Context: an optimization exercise on an open-source flow, tuned for small area, a short achievable clock period and few clock cycles per item. The choices shown serve that exercise and are no tape-out recipe. RTL that was checked went through simulation tests only; none was proved equivalent to the original. Function not checked in runs 3 and 4: the RTL went through the layout flow alone. Power figures rest on the tool's default switching activity, not on a simulated workload.

<file path="flow/design.v">
package exec_pkg;
    localparam int unsigned WORD_W = 32;               
    typedef logic [WORD_W-1:0] word_t;
    typedef logic [4:0]        opcode_t;               
    typedef logic [4:0]        alu_op_t;               
    typedef logic [4:0]        shamt_t;                
    typedef logic [2:0]        exc_id_t;               
    typedef logic [2:0]        reg_addr_t;             
    localparam int unsigned OPC_MSB   = 31;
    localparam int unsigned OPC_LSB   = 27;
    localparam int unsigned ALU_MSB   = 6;
    localparam int unsigned ALU_LSB   = 2;
    localparam int unsigned SHAMT_MSB = 11;
    localparam int unsigned SHAMT_LSB = 7;
    localparam int unsigned IMM_MSB   = 16;            
    localparam opcode_t OPC_RTYPE = 5'd0;
    localparam opcode_t OPC_ADDI  = 5'd5;              
    localparam alu_op_t ALU_ADD = 5'd0;
    localparam alu_op_t ALU_SUB = 5'd1;
    localparam alu_op_t ALU_AND = 5'd2;
    localparam alu_op_t ALU_OR  = 5'd3;
    localparam alu_op_t ALU_SLL = 5'd4;
    localparam alu_op_t ALU_SRA = 5'd5;
    localparam alu_op_t ALU_MUL = 5'd6;
    localparam alu_op_t ALU_DIV = 5'd7;
    localparam exc_id_t EXC_ADD  = 3'd1;
    localparam exc_id_t EXC_ADDI = 3'd2;
    localparam exc_id_t EXC_SUB  = 3'd3;
    localparam exc_id_t EXC_MUL  = 3'd4;
    localparam exc_id_t EXC_DIV  = 3'd5;
    localparam reg_addr_t ADR_OP_A   = 3'd0;
    localparam reg_addr_t ADR_OP_B   = 3'd1;
    localparam reg_addr_t ADR_INSTR  = 3'd2;           
    localparam reg_addr_t ADR_RESULT = 3'd3;
    localparam reg_addr_t ADR_STATUS = 3'd4;
    localparam int unsigned ST_EXC        = 0;
    localparam int unsigned ST_NEQ        = 1;
    localparam int unsigned ST_LT         = 2;
    localparam int unsigned ST_EXC_ID_LSB = 3;         
    localparam int unsigned MULDIV_STEPS = 32;         
endpackage
`timescale 1ns/1ps
module exec_unit (
    input  logic        clk,
    input  logic        rst_n,
    input  logic        cyc,
    input  logic        stb,
    input  logic        we,
    input  logic [2:0]  adr,
    input  logic [31:0] dat_w,
    output logic [31:0] dat_r,
    output logic        ack
);
    function automatic logic [5:0] clz32(input logic [31:0] v);
        logic [15:0] v1; logic [15:0] c1;
        logic [7:0]  v2; logic [15:0] c2;
        logic [3:0]  v3; logic [11:0] c3;
        logic [1:0]  v4; logic [7:0]  c4;
        logic        v5; logic [4:0]  c5;
        for (int i = 0; i < 16; i++) begin
            v1[i] = v[2*i+1] | v[2*i];
            c1[i] = ~v[2*i+1];
        end
        for (int i = 0; i < 8; i++) begin
            v2[i] = v1[2*i+1] | v1[2*i];
            c2[2*i +: 2] = v1[2*i+1] ? {1'b0, c1[2*i+1]} : {1'b1, c1[2*i]};
        end
        for (int i = 0; i < 4; i++) begin
            v3[i] = v2[2*i+1] | v2[2*i];
            c3[3*i +: 3] = v2[2*i+1] ? {1'b0, c2[2*(2*i+1) +: 2]} : {1'b1, c2[2*(2*i) +: 2]};
        end
        for (int i = 0; i < 2; i++) begin
            v4[i] = v3[2*i+1] | v3[2*i];
            c4[4*i +: 4] = v3[2*i+1] ? {1'b0, c3[3*(2*i+1) +: 3]} : {1'b1, c3[3*(2*i) +: 3]};
        end
        v5 = v4[1] | v4[0];
        c5 = v4[1] ? {1'b0, c4[7:4]} : {1'b1, c4[3:0]};
        clz32 = v5 ? {1'b0, c5} : 6'd32;
    endfunction
    logic [31:0] reg_a, reg_b, reg_i;
    logic        busy;
    logic [31:0] x, y, z;
    logic [5:0]  amt;                 
    logic        op_add, op_addi, op_sub, op_and, op_or, op_sll, op_sra, op_mul, op_div;
    logic        sa, rneg, imm_ovf, dz;
    logic [2:0]  st_id;               
    logic        st_neq, st_lt;
    logic sel, hold, launch, wr;
    assign sel    = cyc & stb;
    assign hold   = busy & ((we & (adr == 3'd2)) | (~we & ((adr == 3'd3) | (adr == 3'd4))));
    assign ack    = sel & ~hold;
    assign wr     = sel & we & ~hold;
    assign launch = wr & (adr == 3'd2);
    always_comb begin
        case (adr)
            3'd0:    dat_r = reg_a;
            3'd1:    dat_r = reg_b;
            3'd2:    dat_r = reg_i;
            3'd3:    dat_r = x;
            3'd4:    dat_r = {26'd0, st_id, st_lt, st_neq, |st_id};
            default: dat_r = 32'd0;
        endcase
    end
    logic [5:0] clza, clzb, clz_w;
    assign clz_w = clz32(dat_w ^ {32{dat_w[31]}});
    always_ff @(posedge clk) begin
        if (wr && adr == 3'd0) begin
            reg_a <= dat_w;
            clza  <= clz_w;
        end
        if (wr && adr == 3'd1) begin
            reg_b <= dat_w;
            clzb  <= clz_w;
        end
        if (wr && adr == 3'd2) reg_i <= dat_w;
    end
    logic [4:0]  d_opc, d_code, d_sh;
    logic        d_addi, d_mul, d_div, d_md, d_sll, d_sra;
    logic [31:0] d_beff;
    assign d_opc  = dat_w[31:27];
    assign d_code = dat_w[6:2];
    assign d_sh   = dat_w[11:7];
    assign d_addi = (d_opc == 5'd5);
    assign d_mul  = ~d_addi & (d_code == 5'd6);
    assign d_div  = ~d_addi & (d_code == 5'd7);
    assign d_md   = d_mul | d_div;
    assign d_sll  = ~d_addi & (d_code == 5'd4);
    assign d_sra  = ~d_addi & (d_code == 5'd5);
    assign d_beff = d_addi ? {{15{dat_w[16]}}, dat_w[16:0]} : reg_b;
    logic [6:0] la_ub, dsteps, clzsum;
    logic [5:0] div_amt, mul_amt, amt_n;
    assign la_ub   = 7'd32 - {1'b0, clza} + {6'd0, reg_a[31]};
    assign dsteps  = {1'b0, clzb} - {1'b0, clza} + {6'd0, reg_a[31]} + 7'd1;
    assign clzsum  = {1'b0, clza} + {1'b0, clzb};
    assign mul_amt = la_ub[5:0];
    assign div_amt = dsteps[6] ? 6'd0 : ((dsteps[5:0] > 6'd32) ? 6'd32 : dsteps[5:0]);
    always_comb begin
        if (d_mul)      amt_n = mul_amt;
        else if (d_div) amt_n = div_amt;
        else if (d_sll) amt_n = 6'd32 - {1'b0, d_sh};
        else            amt_n = {1'b0, d_sh};
    end
    logic s0, sadd, sit, sfix, sexc;
    logic add_sub;                    
    logic [31:0] neg_in, neg_out;
    logic        neg_en;
    assign neg_in  = sfix ? y : reg_a;
    assign neg_en  = sfix ? rneg : (d_md & reg_a[31]);
    assign neg_out = neg_en ? (32'd0 - neg_in) : neg_in;
    logic        a_top;
    logic [31:0] a32;
    logic [32:0] a33, b33, r33;
    logic        op_md;
    assign op_md  = op_mul | op_div;
    assign a32    = sit ? {x[30:0], op_div & y[31]} : x;
    assign a_top  = sit ? (op_div ? x[31] : x[30]) : (~op_md & x[31]);
    assign a33    = {a_top, a32};
    assign b33    = {z[31], z};
    assign r33    = a33 + (b33 ^ {33{add_sub}}) + {32'd0, add_sub};
    logic r_nz, r_ovf;
    assign r_nz  = |r33;
    assign r_ovf = r33[32] ^ r33[31];
    logic [31:0] rot, msk;
    always_comb begin
        logic [31:0] t;
        t = x;
        if (amt[0]) t = {t[0],    t[31:1]};
        if (amt[1]) t = {t[1:0],  t[31:2]};
        if (amt[2]) t = {t[3:0],  t[31:4]};
        if (amt[3]) t = {t[7:0],  t[31:8]};
        if (amt[4]) t = {t[15:0], t[31:16]};
        rot = t;
    end
    assign msk = ~(32'hffff_ffff >> amt);    
    logic amt_z;
    assign amt_z = (amt == 6'd0);
    logic [31:0] s0_val;
    always_comb begin
        s0_val = 32'd0;
        if (op_and) s0_val = s0_val | (x & z);
        if (op_or)  s0_val = s0_val | (x | z);
        if (op_sll) s0_val = s0_val | (rot & msk);
        if (op_sra) s0_val = s0_val | (rot & ~msk) | ({32{x[31]}} & msk);
        if (op_mul || (op_div && !amt_z)) s0_val = s0_val | (rot & ~msk);
    end
    logic step_bit, mul_ovf, qbit, last;
    assign step_bit = y[31];
    assign mul_ovf  = (x[31] ^ x[30]) | (step_bit & r_ovf);
    assign qbit     = ~r33[32];
    assign last     = (amt == 6'd1);
    logic [2:0]  id_op;
    logic        use_r, exc_l, exc_e, x_we;
    logic [31:0] x_early, x_n;
    assign id_op   = op_sub ? 3'd3 : op_addi ? 3'd2 : op_add ? 3'd1 : op_mul ? 3'd4 : 3'd5;
    assign exc_e   = s0 & ((op_mul & imm_ovf) | (op_div & dz));
    assign exc_l   = ((s0 & op_sub) | sadd) & r_ovf | (sit & op_mul & mul_ovf);
    assign use_r   = (s0 & op_sub) | sadd | (sit & (op_div | step_bit));
    always_comb begin
        if (launch | sfix)   x_early = neg_out;
        else if (sexc | exc_e) x_early = {29'd0, id_op};
        else if (sit)        x_early = a32;
        else                 x_early = s0_val;
    end
    assign x_n     = use_r ? r33[31:0] : x_early;
    assign x_we    = launch | (busy & ~(s0 & op_add));
    logic done;                       
    assign done = (s0 & ~op_add & ~(op_sub & r_ovf) & ~(op_md & ~exc_e & !amt_z))
                | (sadd & ~r_ovf) | sfix | sexc
                | (sit & op_mul & ~mul_ovf & last);
    logic neq_n;
    assign neq_n = |((x ^ z) ^ ((op_md & sa) ? {x[30:0] | z[30:0], 1'b0} : 32'd0));
    always_ff @(posedge clk) begin
        if (!rst_n) begin
            busy   <= 1'b0;
            s0     <= 1'b0;
            sadd   <= 1'b0;
            sit    <= 1'b0;
            sfix   <= 1'b0;
            sexc   <= 1'b0;
            x      <= 32'd0;
            st_id  <= 3'd0;
            st_neq <= 1'b0;
            st_lt  <= 1'b0;
        end else begin
            if (x_we) x <= x_n;
            if (launch) begin
                busy  <= 1'b1;
                s0    <= 1'b1;
                st_id <= 3'd0;
            end else begin
                if (done) busy <= 1'b0;
                s0   <= 1'b0;
                sadd <= s0 & op_add;
                sit  <= (s0 & op_md & ~exc_e & !amt_z) | (sit & ~done & ~last & ~exc_l);
                sfix <= sit & op_div & last;
                sexc <= exc_l;
                if (exc_e | exc_l) st_id <= id_op;
            end
            if (s0) begin
                st_neq <= neq_n;
                st_lt  <= (op_md & sa) ? (~r33[32] & neq_n) : r33[32];
            end
        end
    end
    always_ff @(posedge clk) begin
        if (launch)
            add_sub <= ~(d_md & reg_a[31]);       
        else if (s0)
            add_sub <= op_add ? 1'b0 : (op_mul ? sa : ~z[31]);
        else if (sit && op_div)
            add_sub <= qbit ^ z[31];              
    end
    always_ff @(posedge clk) begin
        if (launch) begin
            z       <= d_beff;
            amt     <= amt_n;
            op_addi <= d_addi;
            op_add  <= d_addi | (d_code == 5'd0);
            op_sub  <= ~d_addi & (d_code == 5'd1);
            op_and  <= ~d_addi & (d_code == 5'd2);
            op_or   <= ~d_addi & (d_code == 5'd3);
            op_sll  <= d_sll;
            op_sra  <= d_sra;
            op_mul  <= d_mul;
            op_div  <= d_div;
            sa      <= reg_a[31];
            rneg    <= reg_a[31] ^ reg_b[31];
            imm_ovf <= (clzsum <= 7'd30);
            dz      <= (reg_b == 32'd0);
        end else if (sit) begin
            amt <= amt - 6'd1;
        end
    end
    always_ff @(posedge clk) begin
        if (s0 && op_md)
            y <= rot & msk;
        else if (sit)
            y <= {y[30:0], qbit};
    end
endmodule
</file>
<file path="flow/run.sh">
#!/bin/bash
# synth_recipe.tcl (not shown) runs the flow's synth.tcl, then flattens the netlist and writes it again
# the make line also repeats each setting of config.mk as NAME=value (left out here)
make -C /OpenROAD-flow-scripts/flow DESIGN_CONFIG=/design/flow/config.mk WORK_HOME=/design/flow/orfs CLKGATE_MAP_FILE= SYNTH_SCRIPT=/design/flow/synth_recipe.tcl finish
</file>
<file path="flow/config.mk">
export PLATFORM = sky130hd
export DESIGN_NAME = exec_unit
export DESIGN_NICKNAME = exec_unit
export VERILOG_FILES = /design/flow/design.v
export SDC_FILE = /design/flow/constraint.sdc
export NUM_CORES = 4
export LEC_CHECK = 0
export CAP_MARGIN = 20
export CORE_MARGIN = 2
export CORE_UTILIZATION = 40
export SETUP_SLACK_MARGIN = 3.0
export SLEW_MARGIN = 20
</file>
<file path="flow/constraint.sdc">
create_clock -name core_clock -period 7.0 [get_ports {clk}]
set_input_delay 1.4000 -clock core_clock [delete_from_list [all_inputs] [get_ports {clk}]]
set_output_delay 1.4000 -clock core_clock [all_outputs]
set_load 0.01 [all_outputs]
</file>
==> results by group, run 1 <==
Run status
  – Status: no timing/DRC/antenna violations

Clock tree
  – H-tree lvl count: 1
  – Max clock buf depth: 3
  – CTS tree: done
  – Clock-pin slew on the worst setup and hold paths: 60 ps
  – Clock latency (worst-skew pair): 610 ps
  – Cts-stage hold buffer count: 0
  – Root Buffer: clkbuf_16
  – Clk sinks: 235
  – Cts bufs inserted: 29

Cells and area
  – Area taken by multi-input logic gates: 0.0131 mm^2
  – Number of fill cells: approximately 4,800
  – Fin cells: 3,033
  – Flip-flop and latch area: 0.00667 mm^2
  – Commonest non-fill, non-tap cell in the layout: nand2_1
  – Most frequent cells in the layout: nand2_1 (225), edfxtp_1 (192), o21ai_0 (172), nor2_1 (154), a21oi_1 (146)
  – Area Growth Syn to Fin: 16.3%
  – Layout Nets: 2,501
  – Layout cells sized above 1: 15.4%

Global route
  – Initial antenna violation count: 4
  – Grt met3 use: 8.44%
  – Busiest layer in global routing: met2
  – Met1 Use GR: a little under half
  – Vias in the first global route: 18,703
  – Gr usage total: 34.4%
  – Largest net degree at the start of global routing: 65
  – Gr ovfl total: 0
  – First-pass GRT wire length: roughly 130,000 um
  – GR Util met2: ~53%

Die
  – Effective utilization at floorplan: 40.6%
  – Die Width: 230 um
  – Core area: 0.0503 mm^2
  – I/O pins: between 70 and 80
  – Site row count: 82
  – Die area: between 0.05 and 0.06 mm^2
  – Die Y: 230 um

Power
  – Power per standard cell area: 155 mW/mm^2
  – Leak Pwr: between 0.009 and 0.01 uW
  – Peak VDD IR: 0.202 mV

Yosys
  – FFs w/ async S/R, synth: 0%
  – Post-Syn Instances: 2,285
  – Yosys warns: 1
  – Top_reg_cell synth: edfxtp_1
  – Cell Area, Synth: 0.0204 mm^2
  – Syn nets: between 2,000 and 2,500
  – Post-synth EDFFs: ~190
  – Register bit total from synthesis: between 200 and 250
  – Mean post-synth cell area: 8.92 um^2
  – Netlist cell types: 86
  – Register area share after synthesis: 32.5%

Placement
  – DP HPWL: 68,500 um
  – Count of buffers from port buffering: 72
  – Placed cells: roughly 2,900
  – Worst slack, placed: 1270 ps
  – Final RePlAce weighted congestion: 1.02

Worst setup path
  – FF-to-FF path depth: 13
  – Worst r2r dst: sit$_SDFFE_PN0N_
  – Worst path required time: between 5000 and 6000 ps
  – Setup crit end kind: output pin
  – CP max FO: 7
  – Crit path launch type: primary input
  – Launch point of the worst reg-to-reg path: y[31]$_DFFE_PP_
  – Crit path launch: adr[1]
  – Crit path DAT: 2650 ps
  – Flop2flop setup slack: 3050 ps
  – Crit path kind: primary input to output pin

STA
  – Period utilization: 57.9%
  – Setup WS post-layout: 2950 ps
  – Slew HR: 24.4%
  – Final hold violation count: 0
  – Hold WS: roughly 530 ps
  – Final setup TNS: 0 ps
  – Final setup viols: 0
  – Fmax: 247 MHz
  – RSZ-0062 raised after global routing: true
  – Slew Viols, Final: 0
  – Worst Skew: 34.6 ps
  – Worst-margin pin slew: 1130 ps
  – Final worst path period need: 4050 ps

Worst hold path
  – Hold Path End: sadd$_SDFFE_PN0N_
  – Hold_sp: sadd$_SDFFE_PN0N_
  – Hold WC Path Type: flip-flop to flip-flop
  – Hold path cells: 2

Flow run
  – Max Cap Viol: 0

Detailed routing
  – Drt first pass iters: 6
  – Avg WL per Cell: 31.0 um
  – Total wire length: 94,100 um
  – Via-to-Cell Ratio: ~6.6
  – Residual DRC: 0
  – Vias post-DR: 20,094
  – Iteration-0 DRC Markers: 2,626
  – Antenna-violating nets left: 0
worst max-delay path, stage by stage:
cell,delay [ps]
buf_12,120
nor3b_4,150
buf_12,160
buf_16,140
a22o_1,220
a221o_1,300
buf_2,160
worst max path at each step:
stage	endpoint	slack, ps	cells after the start
2_1_floorplan	dat_r[10]	2980	5
3_3_place_gp	ack	1350	8
3_5_place_dp	ack	1270	8
4_1_cts	ack	2910	8
5_1_grt	dat_r[21]	2930	7
6_report	dat_r[20]	2950	7
logic make-up (layout without fill, tap and decap cells):
logic type               Yosys count  count (layout)  share of synthesized area [%]
AND/OR/NAND/NOR                  623             624                           14.2
other                              0               1                              0
flip-flops                       235             235                           32.5
AO/OA/AOI/OAI                    735             735                           24.3
buffers and inverters            283             357                           5.35
XOR/XNOR                         115             115                           5.05
adder cells (fa/ha/maj)          124             124                           7.76
multiplexers                     170             170                           10.8
synthesized netlist by cell type (all sizes together), types with 24 or more instances:
cell	n	area share, %
o21ai	184	4.5
nand2	226	4.2
nor3	53	1.3
inv	126	2.3
clkbuf	121	2.2
a21o	38	1.4
xnor2	45	2.0
nor2	155	2.9
o221ai	36	1.5
xor2	69	3.0
o31ai	38	1.4
a221oi	32	1.5
mux2	52	2.9
a21oi	154	3.8
a22o	28	1.2
a211oi	27	1.1
a31oi	24	0.74
dfxtp	43	4.2
nand2b	25	0.77
buf	34	0.76
mux4	35	3.9
mux2i	83	4.1
edfxtp	192	28
a221o	31	1.5
nand3	32	0.79
ha	120	7.4
registers in the layout, indices dropped and copies added, names as in the netlist, 3 cells and up:
| signal | cells |
|---|---|
| amt | 6 |
| clza | 6 |
| clzb | 6 |
| reg_a | 32 |
| reg_b | 32 |
| reg_i | 32 |
| st_id | 3 |
| x | 32 |
| y | 32 |
| z | 32 |
area by class of cell:
type / count / share of cell area, %
clock inverter: 22 / 0.786
timing repair buffer: 175 / 7.29
sequential: 235 / 28.1
antenna: 1 / 0.0106
tap: 672 / 3.55
clock buffer: 32 / 3.11
multi-input combinational: 1768 / 55.0
inverter: 128 / 2.07
layer usage:
layer | wire length, um | up-vias
li1 | - | 8748
met1 | 36900 | 9711
met2 | 40300 | 1380
met3 | 11600 | 253
met4 | 5310 | 2
met5 | 13 | -
per-stage QoR:
step                      power, uW  instance area (um^2)  util (%)
after CTS                      3620                 23100      46.0
after global placement         2110                 21700      43.2
final                          3660                 23700      47.2
after detailed placement       2120                 21700      43.2
after floorplan                1890                 20500         -
after global routing           3760                 23700      47.2
power by group:
part / leakage (uW) / internal (uW) / switching, uW / total, uW
registers: 0.00207 / 1520 / 56.0 / 1580
clock network: 0.000444 / 838 / 675 / 1510
logic: 0.00662 / 228 / 344 / 572
timing repair:
item | CTS | global route
cloned | 4 | 4
pin swaps | 11 | 34
gates resized for setup | 199 | 75
buffers inserted | 23 | 30
setup endpoints to repair | 154 | 63
Testbench counts, summed over its fixed seeds: cycles 20,703, ops 2,400.
==> inputs of run 2 (changes only) <==
--- a/flow/config.mk
+++ b/flow/config.mk
@@ -8,5 +8,5 @@
 export CAP_MARGIN = 20
 export CORE_MARGIN = 2
-export CORE_UTILIZATION = 40
+export CORE_UTILIZATION = 60
 export SETUP_SLACK_MARGIN = 3.0
 export SLEW_MARGIN = 20
==> results by group, run 2 <==
Run status
  – Status: no timing/DRC/antenna violations

Yosys
  – Netlist cell types: 86 (unchanged)
  – Post-synth EDFFs: 192 (unchanged)
  – Post-Syn Instances: 2,285 (unchanged)
  – Yosys warns: 1 (unchanged)
  – Area leader, netlist: edfxtp_1
  – Commonest cells post-synth: nand2_1 (226), edfxtp_1 (192), o21ai_0 (181)
  – Syn nets: 2,449 (unchanged)
  – Mean post-synth cell area: 8.92 um^2 (unchanged)
  – Top_reg_cell synth: edfxtp_1
  – Register bit total from synthesis: 235 (unchanged)
  – Largest cells by area after synthesis: edfxtp_1 (28%), ha_1 (7.4%), o21ai_0 (4.4%)
  – Synth top area share: 28.3% (unchanged)
  – Most common cell in the netlist: nand2_1
  – Cell Area, Synth: 0.0204 mm^2 (unchanged)
  – Register area share after synthesis: 32.5% (unchanged)
  – FFs w/ async S/R, synth: 0% (unchanged)

Die
  – I/O pins: 73 (unchanged)
  – Die Y: 188 um (-18%)
  – Core area: 0.0335 mm^2 (-33%)
  – Site row count: 67 (-18%)
  – Die area: 0.0355 mm^2 (-33%)
  – Effective utilization at floorplan: 60.8% (+20 points)
  – Die Width: 188 um (-18%)

Detailed routing
  – Iteration-0 DRC Markers: 3,528 (+34%)
  – Total wire length: 87,400 um (-7.1%)
  – Residual DRC: 0 (unchanged)
  – Antenna-violating nets left: 0 (unchanged)
  – Vias post-DR: 20,801 (+3.5%)
  – Via-to-Cell Ratio: 7.43 (+12%)
  – Avg WL per Cell: 31.2 um (+0.69%)
  – Drt first pass iters: 14 (+8)

Placement
  – Final RePlAce weighted congestion: 1.12 (+9.8%)
  – Count of buffers from port buffering: 72 (unchanged)
  – DP HPWL: 62,800 um (-8.4%)

STA
  – Hold WS: 542 ps (+8.95 ps)
  – RSZ-0062 raised after global routing: true
  – Period utilization: 58.6% (+0.77 points)
  – Final setup TNS: 0 ps (unchanged)
  – Slew Viols, Final: 0 (unchanged)
  – Final setup viols: 0 (unchanged)
  – Final worst path period need: 4100 ps (+53.6 ps)
  – Worst Skew: 14.0 ps (-20.6 ps)
  – Final hold violation count: 0 (unchanged)
  – Worst-margin pin slew: 1110 ps (-25.2 ps)
  – Slew HR: 26.0% (+1.6 points)
  – Fmax: 244 MHz (-1.3%)

Cells and area
  – Area Growth Syn to Fin: 14.2%
  – Layout cells sized above 1: 14.8% (-0.60 points)
  – Number of fill cells: 2,567 (-47%)
  – Finished Core Util: 69.4% (+22 points)
  – Most frequent cells in the layout: nand2_1 (225), edfxtp_1 (192), o21ai_0 (176), nor2_1 (152), a21oi_1 (149)
  – Commonest non-fill, non-tap cell in the layout: nand2_1
  – Layout Nets: 2,491 (-0.40%)

Clock tree
  – Root Buffer: clkbuf_16
  – Clk sinks: 235 (unchanged)
  – Clock-pin slew on the worst setup and hold paths: 70 ps (about the same)
  – Max clock buf depth: 3 (unchanged)
  – Clock latency (worst-skew pair): 580 ps (-30 ps)
  – CTS tree: done
  – Cts-stage hold buffer count: 0 (unchanged)
  – Cts bufs inserted: 27 (-6.9%)
  – H-tree lvl count: 1 (unchanged)

Worst setup path
  – CP max FO: 6 (-1)
  – Worst path required time: 5600 ps (about the same)
  – Flop2flop setup slack: 3030 ps (-20 ps)
  – Crit path kind: primary input to output pin
  – Worst r2r dst: x[21]$_SDFFE_PN0P_
  – Launch point of the worst reg-to-reg path: amt[3]$_DFFE_PP_
  – FF-to-FF path depth: 10 (-3)
  – Crit path launch type: primary input
  – Crit path DAT: 2700 ps (+50 ps)
  – Setup crit end kind: output pin

Worst hold path
  – Hold Path End: sadd$_SDFFE_PN0N_
  – Hold WC Path Type: flip-flop to flip-flop
  – Hold_sp: sadd$_SDFFE_PN0N_
  – Hold path cells: 2 (unchanged)

Global route
  – First-pass GRT wire length: 125,000 um (-5.6%)
  – Gr usage total: 47.9% (+13 points)
  – Gr ovfl total: 0 (unchanged)
  – Largest net degree at the start of global routing: 66 (+1.5%)
  – Initial antenna violation count: 4 (unchanged)
  – Vias in the first global route: 19,122 (+2.2%)

Power
  – Leak Pwr: 0.00903 uW (-1.0%)
  – Power per standard cell area: 159 mW/mm^2 (+2.7%)
  – Peak VDD IR: 0.202 mV (about the same)

Flow run
  – Max Cap Viol: 0 (unchanged)
## run 2: cell counts after synthesis
Identical to the previous run, type by type.
## run 2: area by class of cell
class	count	area, um^2	area share (%)
diodes	2	5.00	0.0215
clock buffers	30	687	2.95
multi-input cells	1770	13000	56.0
well taps	448	561	2.41
repair buffers	165	1580	6.79
flip-flops and latches	235	6650	28.6
inverters	128	490	2.11
clock inverters	20	264	1.13
## run 2: routing by layer
layer  part of all wire (%)  up-vias  GRT usage (%)
met5                   0.11        -              0
met4                    7.7        8           28.8
met3                     15      414           15.3
met2                     41     1780           70.5
met1                     36     9864           61.7
li1                       -     8735              -
## run 2: what timing repair did
item / 4_1_cts / 5_1_grt
hold endpoints to repair: 0 / 0
gates cloned: 8 / 1
resized for setup: 210 / 52
endpoints found under the setup margin: 150 / 62
buffers inserted: 31 / 20
pin swaps: 15 / 31
## run 2: critical path: stages
cell,delay (ps)
buf_8,100
buf_12,120
nor2b_4,140
and2_4,210
buf_12,160
a21oi_4,170
o21ai_2,70
a21oi_2,170
buf_4,160
## run 2: per-stage QoR
step                cells  instance area (um^2)  total power [uW]  setup slack, ps
global placement     2686                 21400              2090             1310
global route         2796                 23300              3760             2870
floorplan            2285                 20500              1890             2980
CTS                  2775                 22900              3650             2890
finish               2798                 23300              3700             2900
detailed placement   2686                 21400              2100             1140
## run 2: how the worst max path moves through the flow
stage               startpoint   endpoint
floorplan               adr[0]  dat_r[10]
global placement        adr[2]  dat_r[17]
detailed placement      adr[2]  dat_r[30]
CTS                     adr[0]        ack
global route            adr[0]        ack
finish                  adr[0]        ack
## run 2: kinds of logic after synthesis
group	after synthesis	synth area share, %
and+or+nand+nor	623	14.2
adders and majority gates	124	7.76
muxes	170	10.8
DFF	235	32.5
buffers and inverters	283	5.35
AOI/OAI and AO/OA	735	24.3
xor gates and xnor gates	115	5.05
## run 2: power breakdown
part	leakage, uW	switching [uW]	internal, uW	total, uW
combinational	0.00651	337	224	561
sequential	0.00206	55.9	1520	1580
clock	0.000458	651	903	1550
==> inputs of run 3 (changes only) <==
--- a/flow/design.v
+++ b/flow/design.v
@@ -157,5 +157,25 @@
     assign a33    = {a_top, a32};
     assign b33    = {z[31], z};
-    assign r33    = a33 + (b33 ^ {33{add_sub}}) + {32'd0, add_sub};
+    logic [32:0] bx;
+    assign bx = b33 ^ {33{add_sub}};
+    always_comb begin
+        logic [33:0] g, p, gn, pn;
+        g = {a33 & bx, add_sub};
+        p = {a33 ^ bx, 1'b0};
+        for (int l = 0; l < 6; l++) begin
+            for (int i = 0; i < 34; i++) begin
+                if (i >= (1 << l)) begin
+                    gn[i] = g[i] | (p[i] & g[i - (1 << l)]);
+                    pn[i] = p[i] & p[i - (1 << l)];
+                end else begin
+                    gn[i] = g[i];
+                    pn[i] = p[i];
+                end
+            end
+            g = gn;
+            p = pn;
+        end
+        r33 = (a33 ^ bx) ^ g[32:0];
+    end
     logic r_nz, r_ovf;
     assign r_nz  = |r33;
==> results by group, run 3 <==
Clock tree
  – Root Buffer: clkbuf_16
  – CTS tree: done
  – Clock latency (worst-skew pair): 570 ps (about the same)
  – Max clock buf depth: 3 (unchanged)
  – Cts bufs inserted: 26 (-3.7%)
  – Clk sinks: 235 (unchanged)
  – H-tree lvl count: 1 (unchanged)
  – Clock-pin slew on the worst setup and hold paths: 60 ps (about the same)

Power
  – Sw Pwr: 914 uW (-12%)
  – Net switching fraction of the power: 26.5% (-1.7 points)
  – Clock share of power: 41.7% (-0.4 points)
  – Power per standard cell area: 152 mW/mm^2 (-4.0%)
  – Pwr Total: 3450 uW (-6.8%)
  – Peak VDD IR: 0.208 mV (+3.0%)
  – Leak Pwr: 0.00867 uW (-4.0%)
  – Sequential Power Share: 45.3% (+2.5 points)
  – Int Pwr: 2530 uW (-4.5%)
  – Gate power share: 13.0% (-2.2 points)

Cells and area
  – Cell area after layout: 0.0226 mm^2 (-2.9%)
  – Layout Nets: 2,458 (-1.3%)
  – Layout cells sized above 1: 11.5% (-3.3 points)
  – Flip-flop and latch area: 0.00665 mm^2 (about the same)
  – Commonest non-fill, non-tap cell in the layout: nand2_1
  – Number of fill cells: 2,753 (+7.2%)
  – Finished Core Util: 67.8% (-1.6 points)
  – Area Growth Syn to Fin: 12.1%
  – Most frequent cells in the layout: nand2_1 (305), o21ai_0 (195), edfxtp_1 (192), a21oi_1 (143), nor2_1 (133)
  – Area taken by multi-input logic gates: 0.0127 mm^2 (-2.9%)

Global route
  – Gr usage total: 45.2% (-2.7 points)
  – Vias in the first global route: 18,681 (-2.3%)
  – First-pass GRT wire length: 119,000 um (-5.0%)
  – Initial antenna violation count: 7 (+3)
  – Largest net degree at the start of global routing: 62 (-6.1%)
  – Gr ovfl total: 0 (unchanged)

Worst setup path
  – Worst r2r dst: st_id[1]$_SDFFE_PP0P_
  – Worst path required time: 5600 ps (about the same)
  – Launch point of the worst reg-to-reg path: x[5]$_SDFFE_PN0P_
  – Crit path cell chain: buf_12 -> nor2b_4 -> nor2b_4 -> buf_12 -> clkbuf_16 -> a22oi_1 -> nand2_1 -> clkdlybuf4s15_2
  – Crit path DAT: 2600 ps (-100 ps)
  – CP peak stage delay: 220 ps (about the same)
  – CP max FO: 11 (+5)
  – Crit path max-delay cell type: clkdlybuf4s15_2
  – Crit path kind: primary input to output pin
  – Crit path launch type: primary input
  – FF-to-FF path depth: 12 (+2)
  – Flop2flop setup slack: 3130 ps (+100 ps)
  – Setup crit end kind: output pin

Placement
  – DP HPWL: 59,900 um (-4.6%)
  – Placed cell area: 0.0211 mm^2 (-1.2%)
  – Worst slack, placed: 1610 ps (+477 ps)
  – Count of buffers from port buffering: 72 (unchanged)
  – Final RePlAce weighted congestion: 1.08 (-3.7%)

Worst hold path
  – Hold WC Path Type: flip-flop to flip-flop
  – Hold path cells: 2 (unchanged)
  – Hold_sp: st_id[0]$_SDFFE_PP0P_
  – Hold Path End: st_id[0]$_SDFFE_PP0P_

Flow run
  – Max Cap Viol: 0 (unchanged)

Die
  – I/O pins: 73 (unchanged)
  – Die Y: 187 um (-0.47%)
  – Die Width: 187 um (-0.47%)
  – Die area: 0.0351 mm^2 (-0.94%)
  – Site row count: 67 (unchanged)
  – Effective utilization at floorplan: 60.5% (-0.28 points)
  – Core area: 0.0334 mm^2 (-0.50%)

Yosys
  – Most common cell in the netlist: nand2_1
  – Register bit total from synthesis: 235 (unchanged)
  – Largest cells by area after synthesis: edfxtp_1 (29%), ha_1 (7.5%), nand2_1 (5.7%)
  – Yosys warns: 1 (unchanged)
  – Mean post-synth cell area: 8.92 um^2 (about the same)
  – FFs w/ async S/R, synth: 0% (unchanged)
  – Top_reg_cell synth: edfxtp_1
  – Post-synth EDFFs: 192 (unchanged)
  – Register area share after synthesis: 32.8% (+0.32 points)
  – Syn nets: 2,429 (-0.82%)
  – Netlist cell types: 81 (-5.8%)
  – Post-Syn Instances: 2,264 (-0.92%)
  – Area leader, netlist: edfxtp_1
  – Commonest cells post-synth: nand2_1 (307), o21ai_0 (198), edfxtp_1 (192)
  – Cell Area, Synth: 0.0202 mm^2 (-0.96%)
  – Synth top area share: 28.6% (+0.28 points)

STA
  – Final setup viols: 0 (unchanged)
  – Fmax: 250 MHz (+2.6%)
  – Worst-margin pin slew: 1050 ps (-55.0 ps)
  – Period utilization: 57.1% (-1.5 points)
  – Slew Viols, Final: 0 (unchanged)
  – Worst Skew: 22.1 ps (+8.07 ps)
  – Final worst path period need: 4000 ps (-104 ps)
  – Slew HR: 29.2% (+3.1 points)
  – Setup WS post-layout: 3000 ps (+104 ps)
  – Final setup TNS: 0 ps (unchanged)
  – RSZ-0062 raised after global routing: true
  – Final hold violation count: 0 (unchanged)

Detailed routing
  – Total wire length: 82,000 um (-6.1%)
  – Drt first pass iters: 9 (-5)
  – Iteration-0 DRC Markers: 3,178 (-9.9%)
  – Avg WL per Cell: 29.7 um (-5.0%)
  – Antenna-violating nets left: 0 (unchanged)
  – Vias post-DR: 19,975 (-4.0%)
  – Residual DRC: 0 (unchanged)
  – Via-to-Cell Ratio: 7.23 (-2.8%)

Run status
  – Status: no timing/DRC/antenna violations
[run 3: cell types whose count changed in the layout (fill, tap and decap cells not counted), moves of 19 or more]
| cell | previous run | this run |
|---|---|---|
| nor2_1 | 152 | 133 |
| a22oi_1 | 12 | 56 |
| a221o_1 | 31 | 5 |
| nand2_1 | 225 | 305 |
| mux2_2 | 52 | 19 |
| o21ai_0 | 176 | 195 |
| a22o_1 | 28 | 4 |
[run 3: logic make-up after synthesis]
group                      count (synthesis)  synth area share [%]
muxes                                    138                  10.5
DFF                                      235                  32.8
and+or+nand+nor                          678                  15.3
xor gates and xnor gates                 115                  4.99
buffers and inverters                    260                  5.47
adders and majority gates                125                  7.90
AOI/OAI and AO/OA                        713                  23.0
[run 3: worst max-delay path by stage]
stage | depth (start not counted) | slack [ps] | endpoint | start
final | 8 | 3000 | dat_r[17] | adr[0]
after global routing | 14 | 2950 | x[29]$_SDFFE_PN0P_ | we
after CTS | 7 | 2890 | ack | adr[0]
after detailed placement | 7 | 1610 | ack | adr[0]
after global placement | 7 | 1720 | ack | adr[0]
after floorplan | 17 | 3020 | st_id[0]$_SDFFE_PP0P_ | sit$_SDFFE_PN0N_
[run 3: per-stage QoR]
| step | cells | hold WS [ps] |
|---|---|---|
| floorplan | 2264 | 447 |
| global placement | 2677 | 504 |
| detailed placement | 2677 | 502 |
| CTS | 2744 | 527 |
| global route | 2761 | 563 |
| finish | 2764 | 550 |
[run 3: power by group through the flow]
stage          Combinational, uW  Clock (uW)  Sequential [uW]
6_report                     449        1440             1560
5_1_grt                      473        1490             1560
4_1_cts                      422        1430             1550
3_5_place_dp                 402           0             1590
3_3_place_gp                 394           0             1590
2_1_floorplan                249           0             1570
[run 3: area by class of cell]
cell class	count	share of cell area [%]
inverters	114	1.90
multi-input cells	1769	56.0
well taps	448	2.48
repair buffers	147	6.30
clock inverters	16	0.890
diodes	3	0.0332
flip-flops and latches	235	29.4
clock buffers	32	2.98
[run 3: what timing repair did]
action                     CTS  global route
hold buffers                 0             0
setup endpoints to repair  206            46
cloned                       3             4
setup buffers               16            13
pin swaps                    7            18
resized for setup          143            64
[run 3: layer usage]
metal / part of all wire [%] / vias to the layer above / GRT usage [%]
met5: 0.056 / - / 0
met4: 6.0 / 6 / 21.4
met3: 15 / 318 / 12.8
met2: 44 / 1612 / 70.0
met1: 36 / 9470 / 58.6
li1: - / 8569 / -
[run 3: critical path: cells and delay by family]
kind	cells	cell delay, ps
buffers and inverters	4	650
AND/OR/NAND/NOR	3	480
AO/OA/AOI/OAI	1	70
==> inputs of run 4 (changes only) <==
--- a/flow/config.mk
+++ b/flow/config.mk
@@ -8,5 +8,5 @@
 export CAP_MARGIN = 20
 export CORE_MARGIN = 2
-export CORE_UTILIZATION = 60
+export CORE_UTILIZATION = 40
 export SETUP_SLACK_MARGIN = 3.0
 export SLEW_MARGIN = 20
==> results by group, run 4 <==
STA
  – Fmax: 243 MHz (-2.8%)
  – Period utilization: 58.8% (+1.7 points)
  – Final worst path period need: 4120 ps (+116 ps)
  – Final hold violation count: 0 (unchanged)
  – RSZ-0062 raised after global routing: true
  – Slew HR: 28.1% (-1.1 points)
  – Worst Skew: 17.1 ps (-5.01 ps)
  – Final setup viols: 0 (unchanged)
  – Final setup TNS: 0 ps (unchanged)
  – Worst-margin pin slew: 1080 ps (+24.6 ps)
  – Slew Viols, Final: 0 (unchanged)

Global route
  – Busiest layer in global routing: met2
  – First-pass GRT wire length: 130,000 um (+9.0%)
  – Gr ovfl total: 0 (unchanged)
  – Largest net degree at the start of global routing: 70 (+13%)
  – Grt met3 use: 6.13% (-6.7 points)
  – Vias in the first global route: 18,368 (-1.7%)
  – Met1 Use GR: 45.7% (-13 points)
  – Initial antenna violation count: 0 (-7)
  – GR Util met2: 53.1% (-17 points)
  – Gr usage total: 33.6% (-12 points)

Die
  – Effective utilization at floorplan: 40.4% (-20 points)
  – Die Width: 229 um (+22%)
  – Die Y: 229 um (+22%)
  – Core area: 0.0500 mm^2 (+50%)
  – Die area: 0.0523 mm^2 (+49%)
  – Site row count: 82 (+22%)
  – I/O pins: 73 (unchanged)

Yosys
  – Simple-Gate Fraction of Synth Area: 15.3% (unchanged)
  – Synth top area share: 28.6% (unchanged)
  – Syn nets: 2,429 (unchanged)
  – Commonest cells post-synth: nand2_1 (307), o21ai_0 (198), edfxtp_1 (192)
  – Largest cells by area after synthesis: edfxtp_1 (29%), ha_1 (7.5%), nand2_1 (5.7%)
  – Proportion of synthesized area in mux cells: 10.5% (unchanged)
  – Register bit total from synthesis: 235 (unchanged)
  – FFs w/ async S/R, synth: 0% (unchanged)
  – Area leader, netlist: edfxtp_1
  – Post-synth EDFFs: 192 (unchanged)
  – Top_reg_cell synth: edfxtp_1
  – Cell Area, Synth: 0.0202 mm^2 (unchanged)
  – Mean post-synth cell area: 8.92 um^2 (unchanged)
  – Compound-gate portion of the synthesized area: 23.0% (unchanged)
  – Register area share after synthesis: 32.8% (unchanged)
  – Netlist cell types: 81 (unchanged)
  – Yosys warns: 1 (unchanged)
  – Largest family of logic cells by synthesized area: compound AO/OA/AOI/OAI gates
  – Synth Area in Adders: 7.90% (unchanged)
  – Post-Syn Instances: 2,264 (unchanged)
  – Most common cell in the netlist: nand2_1
  – XOR/XNOR Fraction of Synth Area: 4.99% (unchanged)

Clock tree
  – Cts bufs inserted: 27 (+3.8%)
  – H-tree lvl count: 1 (unchanged)
  – Clk sinks: 235 (unchanged)
  – Root Buffer: clkbuf_16
  – Clock latency (worst-skew pair): 580 ps (about the same)
  – Cts-stage hold buffer count: 0 (unchanged)
  – Max clock buf depth: 3 (unchanged)
  – Clock-pin slew on the worst setup and hold paths: 60 ps (about the same)
  – CTS tree: done

Detailed routing
  – Residual DRC: 0 (unchanged)
  – Total wire length: 90,400 um (+10%)
  – Antenna-violating nets left: 0 (unchanged)
  – Iteration-0 DRC Markers: 2,923 (-8.0%)
  – Vias post-DR: 19,699 (-1.4%)
  – Avg WL per Cell: 30.1 um (+1.4%)
  – Via-to-Cell Ratio: 6.56 (-9.2%)
  – Drt first pass iters: 7 (-2)

Placement
  – Placed cell area: 0.0215 mm^2 (+1.5%)
  – Final RePlAce weighted congestion: 1.00 (-7.7%)
  – Count of buffers from port buffering: 72 (unchanged)
  – DP HPWL: 66,800 um (+11%)

Cells and area
  – N_diodes: 0 (-3)
  – Layout cells sized above 1: 13.3% (+1.8 points)
  – Layout Nets: 2,476 (+0.73%)
  – Commonest non-fill, non-tap cell in the layout: nand2_1
  – Cell area after layout: 0.0232 mm^2 (+2.5%)
  – Number of fill cells: 4,813 (+75%)
  – Most frequent cells in the layout: nand2_1 (305), o21ai_0 (194), edfxtp_1 (192), a21oi_1 (143), nor2_1 (133)
  – Area Growth Syn to Fin: 14.8%

Worst hold path
  – Hold WC Path Type: flip-flop to flip-flop

Power
  – Peak VDD IR: 0.185 mV (-11%)
  – Power per standard cell area: 150 mW/mm^2 (-1.8%)
  – Leak Pwr: 0.00880 uW (+1.4%)

Worst setup path
  – CP delay by family, top: buffers and inverters
  – Crit path max-delay cell type: a22oi_2
  – Crit path DAT: 2720 ps (+120 ps)
  – Crit path cell chain: buf_16 -> nor2b_4 -> buf_6 -> and2_4 -> buf_16 -> buf_6 -> a22oi_2 -> nand2_1 -> buf_2
  – Setup crit end kind: output pin
  – Crit path kind: primary input to output pin
  – CP peak stage delay: 240 ps (+20 ps)
  – CP max FO: 5 (-6)
  – CP Buf/Inv Count: 5 (+1)
  – Worst path required time: 5600 ps (about the same)
  – Crit path launch type: primary input

Flow run
  – Max Cap Viol: 0 (unchanged)

Run status
  – Status: no timing/DRC/antenna violations
[run 4: metrics by stage]
stage               total power (uW)  setup WS (ps)  util (%)  instances  hold WS (ps)
floorplan                       1810           3020         -       2264           447
global placement                1990           1250      42.9       2905           469
detailed placement              2000           1160      43.0       2905           480
CTS                             3440           2850      45.9       2992           495
global route                    3540           2870      46.4       3003           519
finish                          3470           2880      46.4       3003           507
[run 4: worst register-to-register path: stages (launching register included)]
cell	delay, ps
edfxtp_1	410
buf_4	230
buf_8	210
xor2_1	190
ha_2	400
nand4_1	200
o41a_1	450
o211ai_1	160
mux2i_1	320
o41ai_4	170
o211a_4	340
or2_1	280
o211ai_4	220
mux2i_1	240
[run 4: final timing paths]
kind / start / endpoint / slack, ps / cells past startpoint
worst max-delay path: adr[0] / dat_r[27] / 2880 / 9
worst min-delay path: st_id[1]$_SDFFE_PP0P_ / st_id[1]$_SDFFE_PP0P_ / 510 / 2
worst max register to register: add_sub$_DFFE_PP_ / st_id[0]$_SDFFE_PP0P_ / 3120 / 13
worst min register to register: st_id[1]$_SDFFE_PP0P_ / st_id[1]$_SDFFE_PP0P_ / 510 / 2
[run 4: cells by family after synthesis]
group / count (synthesis)
mux: 138
buf+inv: 260
fa+ha+maj: 125
xor+xnor: 115
compound gates: 713
flops: 235
simple gates: 678
[run 4: power breakdown]
| part | internal [uW] | total [uW] | switching, uW |
|---|---|---|---|
| Combinational | 178 | 455 | 277 |
| Sequential | 1520 | 1560 | 37.1 |
| Clock | 816 | 1450 | 637 |
[run 4: layer usage]
layer | wire (um) | vias to the layer above
met5 | 0 | -
met4 | 3930 | 0
met3 | 9860 | 180
met2 | 40500 | 1270
met1 | 36100 | 9653
li1 | - | 8596
[run 4: layout make-up]
type	count	area (um^2)	share of cell area (%)
Clock buffer	36	739	3.19
Clock inverter	13	131	0.567
Inverter	114	433	1.87
Multi-Input combinational cell	1770	12800	55.3
Sequential cell	235	6650	28.7
Tap cell	672	841	3.63
Timing Repair Buffer	163	1570	6.79
[run 4: what timing repair did]
item	in CTS	in global routing
pin swaps	31	32
setup endpoints to repair	206	42
cloned	6	1
gates resized for setup	208	49
setup buffers	32	10
==> inputs of run 5 (changes only) <==
--- a/flow/design.v
+++ b/flow/design.v
@@ -159,8 +159,11 @@
     logic [32:0] bx;
     assign bx = b33 ^ {33{add_sub}};
+    logic [32:0] p0, g0;
+    assign p0 = a33 ^ bx;
+    assign g0 = a33 & bx;
     always_comb begin
         logic [33:0] g, p, gn, pn;
-        g = {a33 & bx, add_sub};
-        p = {a33 ^ bx, 1'b0};
+        g = {g0, add_sub};
+        p = {p0, 1'b0};
         for (int l = 0; l < 6; l++) begin
             for (int i = 0; i < 34; i++) begin
@@ -176,5 +179,5 @@
             p = pn;
         end
-        r33 = (a33 ^ bx) ^ g[32:0];
+        r33 = p0 ^ g[32:0];
     end
     logic r_nz, r_ovf;
@@ -229,5 +232,5 @@
                 | (sit & op_mul & ~mul_ovf & last);
     logic neq_n;
-    assign neq_n = |((x ^ z) ^ ((op_md & sa) ? {x[30:0] | z[30:0], 1'b0} : 32'd0));
+    assign neq_n = |(p0[31:0] ^ {p0[30:0] | g0[30:0], add_sub});
     always_ff @(posedge clk) begin
         if (!rst_n) begin
--- a/flow/config.mk
+++ b/flow/config.mk
@@ -8,5 +8,5 @@
 export CAP_MARGIN = 20
 export CORE_MARGIN = 2
-export CORE_UTILIZATION = 40
+export CORE_UTILIZATION = 60
 export SETUP_SLACK_MARGIN = 3.0
 export SLEW_MARGIN = 20
==> results by group, run 5 <==
Run status
  – Status: no timing/DRC/antenna violations

Worst setup path
  – Flop2flop setup slack: 3050 ps (-70 ps)
  – FF-to-FF path depth: 10 (-3)
  – CP max FO: 26 (+21)
  – Crit path cell chain: buf_12 -> nand2b_4 -> nor2_2 -> buf_12 -> a22o_1 -> a221o_1 -> buf_2
  – Crit path max-delay cell type: a221o_1
  – Setup crit end kind: output pin
  – Worst r2r dst: x[27]$_SDFFE_PN0P_
  – Crit path DAT: 2580 ps (-140 ps)
  – Crit path kind: primary input to output pin
  – Launch point of the worst reg-to-reg path: sfix$_SDFFE_PN0N_
  – Worst path required time: 5600 ps (about the same)
  – Critical path's most frequent cell: buf_12
  – CP peak stage delay: 290 ps (+50 ps)
  – Crit path launch type: primary input

Cells and area
  – Layout Nets: 2,295 (-7.3%)
  – Commonest non-fill, non-tap cell in the layout: nand2_1
  – Cell area after layout: 0.0220 mm^2 (-5.1%)
  – Layout cells sized above 1: 12.0% (-1.3 points)
  – Most frequent cells in the layout: nand2_1 (225), edfxtp_1 (192), o21ai_0 (145), inv_1 (123), a21oi_1 (119)
  – Area Growth Syn to Fin: 10.4%

Detailed routing
  – Residual DRC: 0 (unchanged)
  – Drt first pass iters: 12 (+5)
  – Vias post-DR: 19,211 (-2.5%)
  – Avg WL per Cell: 29.8 um (-0.93%)
  – Via-to-Cell Ratio: 7.32 (+12%)
  – Iteration-0 DRC Markers: 3,092 (+5.8%)
  – Total wire length: 78,300 um (-13%)
  – Antenna-violating nets left: 0 (unchanged)

Yosys
  – Cell Area, Synth: 0.0199 mm^2 (-1.3%)
  – Syn nets: 2,326 (-4.2%)
  – FFs w/ async S/R, synth: 0% (unchanged)
  – Synth top area share: 28.9% (+0.38 points)
  – Top_reg_cell synth: edfxtp_1
  – Commonest cells post-synth: nand2_1 (227), edfxtp_1 (192), o21ai_0 (146)
  – Register area share after synthesis: 33.3% (+0.43 points)
  – Largest cells by area after synthesis: edfxtp_1 (29%), mux4_2 (6.0%), ha_1 (5.5%)
  – Most common cell in the netlist: nand2_1
  – Mean post-synth cell area: 9.08 um^2 (+1.8%)
  – Register bit total from synthesis: 235 (unchanged)
  – Post-Syn Instances: 2,195 (-3.0%)
  – Yosys warns: 1 (unchanged)
  – Area leader, netlist: edfxtp_1
  – Netlist cell types: 92 (+14%)
  – Post-synth EDFFs: 192 (unchanged)

Clock tree
  – Max clock buf depth: 3 (unchanged)
  – CTS tree: done
  – Clk sinks: 235 (unchanged)
  – H-tree lvl count: 1 (unchanged)
  – Clock-pin slew on the worst setup and hold paths: 60 ps (about the same)
  – Root Buffer: clkbuf_16
  – Clock latency (worst-skew pair): 570 ps (about the same)
  – Cts bufs inserted: 27 (unchanged)

Placement
  – Count of buffers from port buffering: 72 (unchanged)
  – Final RePlAce weighted congestion: 1.04 (+4.1%)
  – DP HPWL: 55,800 um (-17%)
  – Placed cell area: 0.0207 mm^2 (-3.4%)

Power
  – Power per standard cell area: 165 mW/mm^2 (+10%)
  – Pwr Total: 3630 uW (+4.8%)
  – Peak VDD IR: 0.235 mV (+27%)
  – Leak Pwr: 0.00844 uW (-4.0%)

Die
  – Die area: 0.0347 mm^2 (-34%)
  – Die Y: 186 um (-19%)
  – Site row count: 66 (-20%)
  – Effective utilization at floorplan: 61.1% (+21 points)
  – Core area: 0.0326 mm^2 (-35%)
  – I/O pins: 73 (unchanged)
  – Die Width: 186 um (-19%)

Global route
  – Gr ovfl total: 0 (unchanged)
  – Largest net degree at the start of global routing: 92 (+31%)
  – Vias in the first global route: 17,624 (-4.1%)
  – First-pass GRT wire length: 114,000 um (-12%)
  – Gr usage total: 44.7% (+11 points)
  – Initial antenna violation count: 0 (unchanged)

STA
  – RSZ-0062 raised after global routing: true
  – Final setup viols: 0 (unchanged)
  – Fmax: 251 MHz (+3.4%)
  – Worst-margin pin slew: 1300 ps (+223 ps)
  – Slew Viols, Final: 0 (unchanged)
  – Worst Skew: 16.1 ps (-0.985 ps)
  – Final worst path period need: 3980 ps (-136 ps)
  – Slew HR: 13.1% (-15 points)
  – Final setup TNS: 0 ps (unchanged)
  – Final hold violation count: 0 (unchanged)
  – Period utilization: 56.8% (-1.9 points)

Worst hold path
  – Hold_sp: sadd$_SDFFE_PN0N_
  – Hold Path End: sadd$_SDFFE_PN0N_
  – Hold path cells: 2 (unchanged)
  – Hold WC Path Type: flip-flop to flip-flop

Flow run
  – Max Cap Viol: 0 (unchanged)
-- run 5: critical path: cells and delay by family --
kind | cells | cell delay [ps]
AO/OA/AOI/OAI | 2 | 540
buffers and inverters | 3 | 410
AND/OR/NAND/NOR | 2 | 210
-- run 5: layout make-up --
class                           instances  area [um^2]
Antenna cell                            1         2.50
Clock buffer                           27          676
Clock inverter                         21          334
Fill cell                            2613        10600
Inverter                              125          470
Multi-Input combinational cell       1653        12200
Sequential cell                       235         6640
Tap cell                              442          553
Timing Repair Buffer                  122         1100
-- run 5: stage by stage --
stage,worst slack [ps],cells,hold slack (ps),utilization (%)
2_1_floorplan,2960,2195,445,-
4_1_cts,2900,2620,474,67.2
3_3_place_gp,1830,2562,463,63.5
5_1_grt,2960,2625,482,67.4
3_5_place_dp,1790,2562,464,63.5
6_report,3020,2626,478,67.5
-- run 5: cell families (layout without fill, tap and decap cells) --
group / Yosys count / after routing / share of synthesized area [%]
simple gates: 591 / 591 / 13.9
buf+inv: 307 / 295 / 6.34
other cells: 0 / 1 / 0
flops: 235 / 235 / 33.3
mux: 167 / 167 / 11.8
xor+xnor: 151 / 151 / 6.76
fa+ha+maj: 91 / 91 / 5.83
compound gates: 653 / 653 / 22.1
-- run 5: timing repair --
item	4_1_cts	5_1_grt
pin swaps	7	2
resized for setup	140	43
gates cloned	2	0
setup buffers	8	5
hold buffers	0	0
setup endpoints to repair	172	61
hold endpoints to repair	0	0
-- run 5: where the power goes --
group	total, uW	leakage, uW	internal [uW]	switching [uW]
registers	1560	0.00205	1520	39.0
clock network	1670	0.000487	1010	661
logic	408	0.00590	160	248
-- run 5: per-layer routing --
layer  vias to the layer above  part of all wire [%]  track usage, %
met5                         -                     0           0.286
met4                         0                   6.3            22.6
met3                       339                    16            14.1
met2                      1716                    41            65.1
met1                      9005                    37            60.0
li1                       8151                     -               -
-- run 5: worst max path at each step --
stage                          from  depth (start not counted)                to
final                        adr[2]                          7         dat_r[12]
after global routing      dat_w[28]                          8  amt[0]$_DFFE_PP_
after CTS                    adr[2]                          7         dat_r[15]
after detailed placement     adr[0]                          7         dat_r[26]
after global placement       adr[0]                          7         dat_r[21]
after floorplan              adr[0]                          7  amt[5]$_DFFE_PP_
Testbench counts of run 5, summed over its fixed seeds: cycles 20,703, ops 2,400.
==> inputs of run 6 (changes only) <==
--- a/flow/config.mk
+++ b/flow/config.mk
@@ -8,5 +8,5 @@
 export CAP_MARGIN = 20
 export CORE_MARGIN = 2
-export CORE_UTILIZATION = 60
-export SETUP_SLACK_MARGIN = 3.0
+export CORE_UTILIZATION = 40
+export SETUP_SLACK_MARGIN = 3.3
 export SLEW_MARGIN = 20
==> results by group, run 6 <==
Global route
  – Vias in the first global route: 17,493 (-0.74%)
  – Gr usage total: 31.1% (-14 points)
  – First-pass GRT wire length: 118,000 um (+4.1%)
  – Largest net degree at the start of global routing: 59 (-36%)
  – Initial antenna violation count: 0 (unchanged)
  – Gr ovfl total: 0 (unchanged)

Die
  – Site row count: 81 (+23%)
  – Die area: 0.0516 mm^2 (+49%)
  – Core area: 0.0491 mm^2 (+50%)
  – Die Y: 227 um (+22%)
  – Die Width: 227 um (+22%)
  – I/O pins: 73 (unchanged)
  – Effective utilization at floorplan: 40.6% (-20 points)

Yosys
  – Largest family of logic cells by synthesized area: compound AO/OA/AOI/OAI gates
  – Register bit total from synthesis: 235 (unchanged)
  – Largest cells by area after synthesis: edfxtp_1 (29%), mux4_2 (6.0%), ha_1 (5.5%)
  – Yosys warns: 1 (unchanged)
  – Most common cell in the netlist: nand2_1
  – Cell Area, Synth: 0.0199 mm^2 (unchanged)
  – Register area share after synthesis: 33.3% (unchanged)
  – FFs w/ async S/R, synth: 0% (unchanged)
  – Mean post-synth cell area: 9.08 um^2 (unchanged)
  – Post-synth EDFFs: 192 (unchanged)
  – Compound-gate portion of the synthesized area: 22.1% (unchanged)
  – XOR/XNOR Fraction of Synth Area: 6.76% (unchanged)
  – Commonest cells post-synth: nand2_1 (227), edfxtp_1 (192), o21ai_0 (146)
  – Post-Syn Instances: 2,195 (unchanged)
  – Synth Area in Adders: 5.83% (unchanged)
  – Proportion of synthesized area in mux cells: 11.8% (unchanged)
  – Area leader, netlist: edfxtp_1
  – Netlist cell types: 92 (unchanged)
  – Syn nets: 2,326 (unchanged)
  – Synth top area share: 28.9% (unchanged)
  – Top_reg_cell synth: edfxtp_1
  – Simple-Gate Fraction of Synth Area: 13.9% (unchanged)

Worst setup path
  – Critical path's most frequent cell: buf_12
  – Launch point of the worst reg-to-reg path: add_sub$_DFFE_PP_
  – CP max FO: 6 (-77%)
  – CP delay by family, top: buffers and inverters
  – CP peak stage delay: 270 ps (-20 ps)
  – Crit path cell chain: buf_12 -> nand2b_4 -> buf_12 -> nor2_4 -> buf_6 -> buf_16 -> a22o_1 -> a221o_1 -> buf_2
  – Setup crit end kind: output pin
  – Crit path max-delay cell type: a221o_1
  – CP Buf/Inv Count: 5 (+2)
  – Flop2flop setup slack: 3240 ps (+190 ps)
  – Crit path launch type: primary input
  – Worst r2r dst: sit$_SDFFE_PN0N_
  – Crit path launch: adr[2]
  – Crit path kind: primary input to output pin
  – FF-to-FF path depth: 13 (+3)
  – Worst path required time: 5600 ps (about the same)
  – Crit path DAT: 2690 ps (+110 ps)

Detailed routing
  – Iteration-0 DRC Markers: 3,007 (-2.7%)
  – Residual DRC: 0 (unchanged)
  – Drt first pass iters: 8 (-4)
  – Via-to-Cell Ratio: 6.61 (-9.7%)
  – Antenna-violating nets left: 0 (unchanged)
  – Vias post-DR: 19,334 (+0.64%)
  – Total wire length: 85,500 um (+9.2%)
  – Avg WL per Cell: 29.2 um (-2.0%)

Clock tree
  – CTS tree: done
  – H-tree lvl count: 1 (unchanged)
  – Clock latency (worst-skew pair): 570 ps (about the same)
  – Root Buffer: clkbuf_16
  – Clock-pin slew on the worst setup and hold paths: 60 ps (about the same)
  – Clk sinks: 235 (unchanged)
  – Cts-stage hold buffer count: 0 (unchanged)
  – Cts bufs inserted: 25 (-7.4%)
  – Max clock buf depth: 3 (unchanged)

Placement
  – Final RePlAce weighted congestion: 1.01 (-2.7%)
  – DP HPWL: 57,800 um (+3.7%)
  – Count of buffers from port buffering: 72 (unchanged)

Power
  – Power per standard cell area: 141 mW/mm^2 (-14%)
  – Peak VDD IR: 0.202 mV (-14%)
  – Leak Pwr: 0.00903 uW (+7.0%)
  – Pwr Total: 3400 uW (-6.5%)

STA
  – Slew Viols, Final: 0 (unchanged)
  – Final setup viols: 0 (unchanged)
  – Final worst path period need: 4090 ps (+114 ps)
  – RSZ-0062 raised after global routing: true
  – Final hold violation count: 0 (unchanged)
  – Final setup TNS: 0 ps (unchanged)
  – Worst Skew: 17.4 ps (+1.28 ps)
  – Worst-margin pin slew: 1360 ps (+61.8 ps)
  – Period utilization: 58.5% (+1.6 points)
  – Slew HR: 9.16% (-3.9 points)
  – Fmax: 244 MHz (-2.8%)

Cells and area
  – Area taken by multi-input logic gates: 0.0132 mm^2 (+7.7%)
  – Commonest non-fill, non-tap cell in the layout: nand2_1
  – N_diodes: 0 (-1)
  – Finished Core Util: 49.1% (-18 points)
  – Most frequent cells in the layout: nand2_1 (219), edfxtp_1 (192), o21ai_0 (135), inv_1 (114), nor2_1 (110)
  – Layout Nets: 2,375 (+3.5%)
  – Area Growth Syn to Fin: 20.8%
  – Layout cells sized above 1: 21.1% (+9.1 points)
  – Number of fill cells: 4,551 (+74%)
  – Flip-flop and latch area: 0.00666 mm^2 (+0.41%)

Worst hold path
  – Hold path cells: 2 (unchanged)
  – Hold WC Path Type: flip-flop to flip-flop
  – Hold_sp: sadd$_SDFFE_PN0N_
  – Hold Path End: sadd$_SDFFE_PN0N_

Flow run
  – Max Cap Viol: 0 (unchanged)

Run status
  – Status: no timing/DRC/antenna violations
[run 6: worst max-delay path by stage]
| stage | end | slack, ps | depth (start not counted) |
|---|---|---|---|
| after detailed placement | dat_r[24] | 1530 | 6 |
| final | dat_r[8] | 2910 | 9 |
| after global placement | dat_r[25] | 1560 | 6 |
| after global routing | dat_r[10] | 2890 | 9 |
| after floorplan | clzb[0]$_DFFE_PP_ | 3150 | 4 |
| after CTS | dat_r[8] | 2970 | 9 |
[run 6: where the power goes]
| group | leakage, uW | total [uW] | switching, uW | internal [uW] |
|---|---|---|---|---|
| registers | 0.00207 | 1560 | 39.2 | 1520 |
| logic | 0.00659 | 487 | 278 | 208 |
| clock network | 0.000378 | 1350 | 619 | 733 |
| total | 0.00903 | 3400 | 937 | 2460 |
[run 6: layout make-up]
cell class / count / area share (%)
tap: 664 / 3.45
inverter: 125 / 1.99
sequential: 235 / 27.7
timing repair buffer: 202 / 8.83
clock buffer: 29 / 2.66
clock inverter: 16 / 0.603
multi-input combinational: 1655 / 54.8
[run 6: stage by stage]
stage	hold WS, ps	area, um^2	setup slack, ps	instances
after global routing	500	24100	2890	2926
final	481	24100	2910	2926
after detailed placement	468	21100	1530	2787
after CTS	476	22500	2970	2873
after global placement	463	21100	1560	2787
after floorplan	445	20000	3150	2195
[run 6: worst min-delay path: stages, from the launching register on]
cell	delay, ps
dfxtp_1	330
nand2_1	60
a21oi_1	50
[run 6: cells by family (layout without fill, tap and decap cells)]
group                    after synthesis  count (layout)
multiplexers                         167             167
XOR/XNOR                             151             151
flip-flops                           235             235
AO/OA/AOI/OAI                        653             653
adder cells (fa/ha/maj)               91              91
buffers and inverters                307             372
AND/OR/NAND/NOR                      591             593
[run 6: timing repair]
item                       4_1_cts  5_1_grt
buffers inserted                36       41
setup endpoints to repair      215       69
pin swaps                       16       50
gates resized for setup        267      193
cloned                           5       11
[run 6: layer usage]
metal,share of wire [%],vias up,global-route usage (%)
li1,-,8314,-
met1,37,9274,41.5
met2,45,1482,49.6
met3,12,264,5.74
met4,5.9,0,12.8
met5,0,-,0
==> inputs of run 7 (changes only) <==
--- a/flow/config.mk
+++ b/flow/config.mk
@@ -9,4 +9,4 @@
 export CORE_MARGIN = 2
 export CORE_UTILIZATION = 40
-export SETUP_SLACK_MARGIN = 3.3
+export SETUP_SLACK_MARGIN = 2.8
 export SLEW_MARGIN = 20
==> results by group, run 7 <==
Run status
  – Status: no timing/DRC/antenna violations

Placement
  – Final RePlAce weighted congestion: 1.00 (-1.3%)
  – DP HPWL: 58,600 um (+1.4%)
  – Placed cell area: 0.0211 mm^2 (about the same)

Clock tree
  – Clock-pin slew on the worst setup and hold paths: 60 ps (about the same)
  – H-tree lvl count: 1 (unchanged)
  – CTS tree: done
  – Cts bufs inserted: 26 (+4.0%)
  – Clk sinks: 235 (unchanged)

Power
  – Peak VDD IR: 0.210 mV (+4.0%)
  – Leak Pwr: 0.00839 uW (-7.1%)
  – Power per standard cell area: 155 mW/mm^2 (+9.6%)

Yosys
  – Synth top area share: 28.9% (unchanged)
  – Compound-gate portion of the synthesized area: 22.1% (unchanged)
  – Mean post-synth cell area: 9.08 um^2 (unchanged)
  – FFs w/ async S/R, synth: 0% (unchanged)
  – Register bit total from synthesis: 235 (unchanged)
  – Largest cells by area after synthesis: edfxtp_1 (29%), mux4_2 (6.0%), ha_1 (5.5%)
  – XOR/XNOR Fraction of Synth Area: 6.76% (unchanged)
  – Register area share after synthesis: 33.3% (unchanged)
  – Post-Syn Instances: 2,195 (unchanged)
  – Largest family of logic cells by synthesized area: compound AO/OA/AOI/OAI gates
  – Top_reg_cell synth: edfxtp_1
  – Commonest cells post-synth: nand2_1 (227), edfxtp_1 (192), o21ai_0 (146)
  – Post-synth EDFFs: 192 (unchanged)
  – Synth Area in Adders: 5.83% (unchanged)
  – Simple-Gate Fraction of Synth Area: 13.9% (unchanged)

STA
  – Final hold violation count: 0 (unchanged)
  – RSZ-0062 raised after global routing: true
  – Final setup viols: 0 (unchanged)
  – Worst Skew: 34.2 ps (+16.8 ps)
  – Worst-margin pin slew: 1200 ps (-165 ps)
  – Slew HR: 20.0% (+11 points)
  – Final worst path period need: 4170 ps (+74.6 ps)
  – Period utilization: 59.5% (+1.1 points)
  – Slew Viols, Final: 0 (unchanged)
  – Setup WS post-layout: 2830 ps (-74.6 ps)
  – Final setup TNS: 0 ps (unchanged)

Die
  – Core area: 0.0491 mm^2 (unchanged)
  – Site row count: 81 (unchanged)
  – Die Y: 227 um (unchanged)
  – I/O pins: 73 (unchanged)
  – Die Width: 227 um (unchanged)

Detailed routing
  – Antenna-violating nets left: 0 (unchanged)
  – Iteration-0 DRC Markers: 2,314 (-23%)
  – Vias post-DR: 18,557 (-4.0%)
  – Avg WL per Cell: 27.9 um (-4.7%)
  – Drt first pass iters: 6 (-2)
  – Residual DRC: 0 (unchanged)
  – Total wire length: 79,300 um (-7.3%)

Worst setup path
  – Flop2flop setup slack: 2910 ps (-330 ps)
  – Setup crit end kind: output pin
  – CP max FO: 3 (-3)
  – Worst path required time: 5600 ps (about the same)
  – Crit path DAT: 2770 ps (+80 ps)
  – Crit path launch type: primary input
  – Crit path kind: primary input to output pin

Cells and area
  – N_diodes: 0 (unchanged)
  – Most frequent cells in the layout: nand2_1 (226), edfxtp_1 (192), o21ai_0 (144), inv_1 (123), a21oi_1 (118)
  – Area Growth Syn to Fin: 10.8%
  – Area taken by multi-input logic gates: 0.0122 mm^2 (-7.8%)
  – Finished Core Util: 45.0% (-4.1 points)
  – Cell area after layout: 0.0221 mm^2 (-8.3%)

Worst hold path
  – Hold WC Path Type: flip-flop to flip-flop

Flow run
  – Max Cap Viol: 0 (unchanged)

Global route
  – Gr usage total: 30.3% (-0.74 points)
  – Vias in the first global route: 17,309 (-1.1%)
  – First-pass GRT wire length: 116,000 um (-2.3%)
  – Initial antenna violation count: 1 (+1)
  – Largest net degree at the start of global routing: 59 (unchanged)
  – Gr ovfl total: 0 (unchanged)
-- run 7: cell count changes in the layout (fill, tap and decap cells not counted), sizes merged, moves of 9 or more --
| cell | delta |
|---|---|
| buf | -104 |
| dlygate4sd2 | +25 |
| clkdlybuf4s50 | +10 |
| clkbuf | -9 |
-- run 7: worst max-delay path, stage by stage --
cell	delay, ps
clkdlybuf4s50_1	460
or3b_1	410
a21oi_2	180
a21o_1	100
a21oi_1	60
buf_2	160
-- run 7: repair_timing --
| item | in CTS | in global routing |
|---|---|---|
| pin swaps | 3 | 0 |
| hold endpoints to repair | 0 | 0 |
| setup buffers | 5 | 0 |
| cloned | 1 | 0 |
| resized for setup | 73 | 19 |
| setup endpoints to repair | 57 | 43 |
| hold buffers | 0 | 0 |
-- run 7: cell families after synthesis --
kind of cell | Yosys count
adders and majority gates | 91
buffers and inverters | 307
xor gates and xnor gates | 151
AOI/OAI and AO/OA | 653
and+or+nand+nor | 591
muxes | 167
DFF | 235
-- run 7: final cells by class --
cell class | instances | share of cell area (%)
inverter | 125 | 2.13
clock inverter | 18 | 0.941
multi-input combinational | 1653 | 55.1
clock buffer | 29 | 3.00
timing repair buffer | 121 | 5.05
sequential | 235 | 30.1
tap | 664 | 3.76
-- run 7: final timing paths --
| kind | from | end | depth (start not counted) |
|---|---|---|---|
| max | we | ack | 6 |
| min | sadd$_SDFFE_PN0N_ | sadd$_SDFFE_PN0N_ | 2 |
| max reg2reg | x[3]$_SDFFE_PN0P_ | st_id[1]$_SDFFE_PP0P_ | 12 |
| min reg2reg | sadd$_SDFFE_PN0N_ | sadd$_SDFFE_PN0N_ | 2 |
-- run 7: per-layer routing --
metal | up-vias | track usage, % | routed length [um]
li1 | 8127 | - | -
met1 | 9051 | 41.7 | 32100
met2 | 1183 | 47.5 | 35200
met3 | 194 | 5.41 | 8500
met4 | 2 | 11.8 | 3520
met5 | - | 0 | 13
-- run 7: where the power goes --
part	leakage (uW)	internal, uW	switching [uW]
Clock	0.000420	831	627
Combinational	0.00591	159	243
Sequential	0.00205	1520	37.3
-- run 7: metrics by stage --
| stage | cells | hold WS, ps |
|---|---|---|
| CTS | 2845 | 478 |
| finish | 2845 | 480 |
| global route | 2845 | 511 |
| detailed placement | 2792 | 468 |
| floorplan | 2195 | 445 |
| global placement | 2792 | 462 |

Setup slack of run 7, layout unchanged: 2.833 ns with ideal ports, 2.795 ns with driving cells assumed (clock clkbuf_16, inputs buf_2), 2.286 ns with port delays also shifted by the 0.616 ns mid clock arrival.
